Context: an optimization exercise on an open-source flow, tuned for small area and few clock cycles. The choices shown serve that exercise and are no tape-out recipe. The RTL was checked by simulation tests, not by an equivalence proof against the original design.

// exec_cluster
module exec_cluster (
	input  logic        clk,
	input  logic        rst_n,
	input  logic        r_valid,
	input  logic [95:0] r_op,
	output logic        r_credit,
	input  logic        i_valid,
	input  logic [63:0] i_op,
	output logic        i_credit,
	output logic        wb_valid,
	output logic [36:0] wb
);
Size: roughly 2,300 cells after synthesis, ~250 flip-flops, ~17,000 um2 of cells after synthesis.
==> flow/config.mk <==
export PLATFORM = sky130hd
export DESIGN_NAME = exec_cluster
export DESIGN_NICKNAME = exec_cluster
export VERILOG_FILES = /design/flow/design.v
export SDC_FILE = /design/flow/constraint.sdc
export NUM_CORES = 4
export LEC_CHECK = 0
export ABC_AREA = 1
export CAP_MARGIN = 20
export CORE_MARGIN = 2
export CORE_UTILIZATION = 50
export CTS_CLUSTER_DIAMETER = 100
export CTS_CLUSTER_SIZE = 30
export SLEW_MARGIN = 20
==> flow/constraint.sdc <==
create_clock -name core_clock -period 6.0 [get_ports {clk}]
set_input_delay 1.2000 -clock core_clock [delete_from_list [all_inputs] [get_ports {clk}]]
set_output_delay 1.2000 -clock core_clock [all_outputs]
set_load 0.01 [all_outputs]
standard.sh (not shown) runs the stock make flow with config.mk's settings and CLKGATE_MAP_FILE= SYNTH_SCRIPT=/design/flow/synth_recipe.tcl, a recipe that flattens the netlist after the stock synthesis.
==> flow/flow/run.sh <==
#!/bin/bash
# Standard ORFS layout, with plain minimum-size buffers on the ports
# instead of the delay cells buffer_ports picks by default.
cp standard.sh standard_copy.txt
export BUFFER_PORTS_ARGS="-buffer_cell sky130_fd_sc_hd__buf_1"
bash standard.sh > standard.log 2>&1
The baseline finished clean.
Testbench counts at the start, summed over its fixed seeds: cycles 3,451.
Next try:
--- a/flow/config.mk
+++ b/flow/config.mk
@@ -9,6 +9,4 @@
 export CAP_MARGIN = 20
 export CORE_MARGIN = 2
-export CORE_UTILIZATION = 50
-export CTS_CLUSTER_DIAMETER = 100
-export CTS_CLUSTER_SIZE = 30
+export CORE_UTILIZATION = 60
 export SLEW_MARGIN = 20
Non-clock buffer count is lower by 5.
Via count rose by 4.2%.
Utilization increases by 12 points.
Register-to-register slack gains 130 ps.
Critical path depth grows by 3.
Area after synthesis is unchanged.
Maximum frequency went down by 0.63%.
First-iteration DRC count is higher by 42%.
Design area went up by 1.5%.
Next try:
--- a/flow/config.mk
+++ b/flow/config.mk
@@ -9,4 +9,6 @@
 export CAP_MARGIN = 20
 export CORE_MARGIN = 2
-export CORE_UTILIZATION = 60
+export CORE_UTILIZATION = 55
+export CTS_CLUSTER_DIAMETER = 100
+export CTS_CLUSTER_SIZE = 24
 export SLEW_MARGIN = 20
Outcome: The new run ran to the end with no violations; wire length rises slightly; via count falls slightly; die area rises by a little under a tenth; global-route usage falls by 2.5 points; utilization falls by 7.0 points; clock skew rises by 13 ps; area after synthesis is unchanged; cell area falls by a few percent.
Next try:
--- a/flow/config.mk
+++ b/flow/config.mk
@@ -11,4 +11,5 @@
 export CORE_UTILIZATION = 55
 export CTS_CLUSTER_DIAMETER = 100
-export CTS_CLUSTER_SIZE = 24
+export CTS_CLUSTER_SIZE = 22
+export GPL_TIMING_DRIVEN = 0
 export SLEW_MARGIN = 20
Outcome: First-iteration DRC count rose by about a fifth. Design area came out higher by a few percent. Count of clock-buffer cells in the layout came out higher by 3. Die area stays the same. Setup slack gets worse by 59 ps. Non-clock buffer count climbs by 84. Final cell count increases by a few percent. Hold slack gets worse by 87 ps.
Next try:
--- a/flow/config.mk
+++ b/flow/config.mk
@@ -9,7 +9,6 @@
 export CAP_MARGIN = 20
 export CORE_MARGIN = 2
-export CORE_UTILIZATION = 55
+export CORE_UTILIZATION = 62
 export CTS_CLUSTER_DIAMETER = 100
-export CTS_CLUSTER_SIZE = 22
-export GPL_TIMING_DRIVEN = 0
+export CTS_CLUSTER_SIZE = 24
 export SLEW_MARGIN = 20
Register-to-register slack gets better by 110 ps.
Area after synthesis does not change.
Worst hold slack gets better by 79 ps.
Routed wire length drops by 12%.
Flip-flop and latch count is unchanged.


The RTL this note starts from:
==> flow/design.v <==
package riscv_pkg;
	localparam int xlen    = 32;
	localparam int depth   = 4;                           
	localparam int iq_w    = 12 + 3 + 5 + xlen;           
endpackage
module op_queue #(
	parameter int width = riscv_pkg::iq_w
) (
	input  logic             clk,
	input  logic             rst_n,
	input  logic             push,
	input  logic [width-1:0] push_data,
	input  logic             pop,
	output logic [width-1:0] head,
	output logic             not_empty,
	output logic             empty_nx      
);
	logic [width-1:0] mem [4];
	logic [1:0]       rd_ptr;
	logic [2:0]       count;
	logic [1:0]       wr_ptr;
	logic [2:0]       count_nx;
	assign wr_ptr    = rd_ptr + count[1:0];
	assign head      = mem[rd_ptr];
	assign not_empty = (count != 3'd0);
	assign count_nx  = count + {2'b0, push} - {2'b0, pop};
	assign empty_nx  = (count_nx == 3'd0);
	always_ff @(posedge clk) begin
		if (push)
			mem[wr_ptr] <= push_data;
	end
	always_ff @(posedge clk or negedge rst_n) begin
		if (!rst_n) begin
			rd_ptr <= '0;
			count  <= '0;
		end else begin
			if (pop)
				rd_ptr <= rd_ptr + 2'd1;
			count <= count_nx;
		end
	end
endmodule
module r_type_alu (
	input  logic [31:0] a,          
	input  logic [31:0] b,          
	input  logic [2:0]  f3,         
	input  logic        i30,        
	input  logic        i25,        
	input  logic        is_i,       
	output logic [31:0] d
);
	logic        inv;
	logic [32:0] sum;
	logic        lt;
	logic        ltu;
	logic        left;
	logic [31:0] sh_in;
	logic [31:0] sh_out;
	logic        legal;
	logic [31:0] res;
	assign inv = ~f3[2] & (f3[1] | (i30 & ~is_i));
	assign sum = {1'b0, a} + {1'b0, b ^ {32{inv}}} + {32'b0, inv};
	assign ltu = ~sum[32];
	assign lt  = (a[31] ^ b[31]) ? a[31] : sum[31];
	assign left = ~f3[2];
	always_comb begin
		for (int k = 0; k < 32; k++)
			sh_in[k] = left ? a[31-k] : a[k];
	end
	assign sh_out = $unsigned($signed({i30 & a[31] & ~left, sh_in}) >>> b[4:0]);
	assign legal = is_i ? ~((f3 == 3'b001) & i30)
		: (~i25 & (~i30 | (f3 == 3'b000) | (f3 == 3'b101)));
	always_comb begin
		case (f3)
			3'b000:  res = sum[31:0];
			3'b001: begin
				for (int k = 0; k < 32; k++)
					res[k] = sh_out[31-k];
			end
			3'b010:  res = {31'b0, lt};
			3'b011:  res = {31'b0, ltu};
			3'b100:  res = a ^ b;
			3'b101:  res = sh_out;
			3'b110:  res = a | b;
			default: res = a & b;
		endcase
	end
	assign d = legal ? res : 32'b0;
endmodule
module i_type_alu (
	input  logic [63:0]                 op,     
	output logic [riscv_pkg::iq_w-1:0] packed_op
);
	assign packed_op = {op[63:52], op[46:44], op[43:39], op[31:0]};
endmodule
module wb_arbiter (
	input  logic clk,
	input  logic rst_n,
	input  logic acc_r,         
	input  logic acc_i,         
	input  logic i_queued,      
	input  logic i_empty_nx,    
	output logic take_i,        
	output logic push_i,        
	output logic pop_i,         
	output logic r_credit,
	output logic i_credit,
	output logic wb_valid
);
	logic [2:0] owe_r;          
	logic [2:0] owe_r_acc;
	assign take_i   = ~acc_r & (acc_i | i_queued);
	assign pop_i    = ~acc_r & i_queued;
	assign push_i   = acc_i & (acc_r | i_queued);
	assign wb_valid = acc_r | take_i;
	assign i_credit  = take_i;
	assign owe_r_acc = owe_r + {2'b0, acc_r};
	assign r_credit  = (owe_r_acc != 3'd0) & (i_empty_nx | take_i);
	always_ff @(posedge clk or negedge rst_n) begin
		if (!rst_n)
			owe_r <= '0;
		else
			owe_r <= owe_r_acc - {2'b0, r_credit};
	end
endmodule
module exec_cluster (
	input  logic        clk,
	input  logic        rst_n,
	input  logic        r_valid,
	input  logic [95:0] r_op,
	output logic        r_credit,
	input  logic        i_valid,
	input  logic [63:0] i_op,
	output logic        i_credit,
	output logic        wb_valid,
	output logic [36:0] wb
);
	logic                       acc_r;
	logic                       acc_i;
	logic [riscv_pkg::iq_w-1:0] i_new;
	logic [riscv_pkg::iq_w-1:0] i_head;
	logic [riscv_pkg::iq_w-1:0] i_sel;
	logic                       i_queued;
	logic                       i_empty_nx;
	logic                       take_i;
	logic                       push_i;
	logic                       pop_i;
	logic [31:0]                a;
	logic [31:0]                b;
	logic [2:0]                 f3;
	logic                       i30;
	logic                       i25;
	logic [4:0]                 rd;
	logic [31:0]                d;
	assign acc_r = r_valid & rst_n;
	assign acc_i = i_valid & rst_n;
	i_type_alu u_i_fields (
		.op        (i_op),
		.packed_op (i_new)
	);
	op_queue u_i_queue (
		.clk       (clk),
		.rst_n     (rst_n),
		.push      (push_i),
		.push_data (i_new),
		.pop       (pop_i),
		.head      (i_head),
		.not_empty (i_queued),
		.empty_nx  (i_empty_nx)
	);
	wb_arbiter u_arbiter (
		.clk        (clk),
		.rst_n      (rst_n),
		.acc_r      (acc_r),
		.acc_i      (acc_i),
		.i_queued   (i_queued),
		.i_empty_nx (i_empty_nx),
		.take_i     (take_i),
		.push_i     (push_i),
		.pop_i      (pop_i),
		.r_credit   (r_credit),
		.i_credit   (i_credit),
		.wb_valid   (wb_valid)
	);
	assign i_sel = i_queued ? i_head : i_new;
	always_comb begin
		if (acc_r) begin
			a   = r_op[63:32];
			b   = r_op[31:0];
			f3  = r_op[78:76];
			i30 = r_op[94];
			i25 = r_op[89];
			rd  = r_op[75:71];
		end else begin
			a   = i_sel[31:0];
			b   = {{20{i_sel[51]}}, i_sel[51:40]};
			f3  = i_sel[39:37];
			i30 = i_sel[50];
			i25 = 1'b0;
			rd  = i_sel[36:32];
		end
	end
	r_type_alu u_alu (
		.a    (a),
		.b    (b),
		.f3   (f3),
		.i30  (i30),
		.i25  (i25),
		.is_i (~acc_r),
		.d    (d)
	);
	assign wb = {rd, d};
endmodule
clock: 6.0 ns
lec_check: 0
abc_clock_period_in_ps: 3000
cap_margin: 20
core_margin: 2
core_utilization: 40
slew_margin: 20
run.sh (not shown) runs the stock make flow with config.mk's settings and CLKGATE_MAP_FILE= SYNTH_SCRIPT=/design/flow/synth_recipe.tcl, a recipe that flattens the netlist after the stock synthesis.
Stock flow here: none of the scripts above is used.
The baseline completed, yet does not pass: setup timing.
Testbench counts at the start, summed over its fixed seeds: cycles 3,200.
Change:
ABC_CLOCK_PERIOD_IN_PS = default   (was 3000)
CAP_MARGIN = 0   (was 20)
CORE_UTILIZATION = 65   (was 40)
SLEW_MARGIN = 0   (was 20)
The new run ended with an error in global routing.
Area after synthesis is unchanged.
Synthesized cell count stays the same.
Change:
ABC_CLOCK_PERIOD_IN_PS = 2000   (was default)
CAP_MARGIN = 20   (was 0)
CORE_UTILIZATION = 50   (was 65)
SLEW_MARGIN = 20   (was 0)
This time the run finished but failed the layout checks on setup timing. Synthesized area does not change. Synthesized cell count is unchanged.
Change:
ABC_CLOCK_PERIOD_IN_PS = default   (was 2000)
CORE_UTILIZATION = 40   (was 50)
After rerunning: The new run produced a layout that fails on setup timing; flip-flop and latch count stays the same; count of clock-buffer cells in the layout is lower by 1; cell count grows by 3.6%.

[re-timing with driven ports]
Ports are ideal in the flow. The routed layouts listed here were re-timed in OpenROAD.
Step 1 (the two cells are an assumption about what drives the block):
set clk [get_ports {clk}]
set_driving_cell -lib_cell sky130_fd_sc_hd__clkbuf_16 $clk
set_driving_cell -lib_cell sky130_fd_sc_hd__buf_2 [delete_from_list [all_inputs] $clk]
Step 2, shift: input delay + t, output delay - t, t = (earliest + latest rising clock arrival at the registers) / 2. This alone moves slack from input paths to output paths.
Slacks: ideal / step 1 / step 2; pairs: ideal / step 1.
| run | t, ns | setup slack, ns | hold WS [ns] | worst slew at a driven data input, ns | cell pins on the clock port's net |
|---|---|---|---|---|---|
| the first run of note 1 | 0.565 | 0.254 / 0.197 / 0.160 | 0.573 / 0.573 / 0.573 | 0.07 | 1 |
| the second run of note 1 | 0.605 | 0.217 / 0.186 / 0.174 | 0.605 / 0.594 / 0.605 | 0.06 | 1 |
| the third run of note 1 | 0.557 | 0.231 / 0.203 / -0.018 | 0.571 / 0.571 / 0.571 | 0.06 | 1 |
| the fourth run of note 1 | 0.567 | 0.172 / 0.206 / -0.361 | 0.484 / 0.453 / 0.571 | 0.06 | 1 |
| the fifth run of note 1 | 0.568 | 0.253 / 0.233 / -0.037 | 0.563 / 0.563 / 0.563 | 0.07 | 1 |
| the first run of note 2 | 0.554 | -0.391 / -0.430 / -0.424 | 0.602 / 0.602 / 0.602 | 0.07 | 1 |
| the third run of note 2 | 0.544 | -0.463 / -0.509 / -0.486 | 0.725 / 0.725 / 0.725 | 0.09 | 1 |
| the fourth run of note 2 | 0.554 | -0.391 / -0.430 / -0.424 | 0.602 / 0.602 / 0.602 | 0.07 | 1 |
Met with ideal ports but missed after step 2: setup timing in the third run of note 1, the fourth run of note 1 and the fifth run of note 1. For the fourth run of note 1, which loses most, drivers alone change the setup slack by +0.034 ns; drivers and shift together by -0.533 ns.
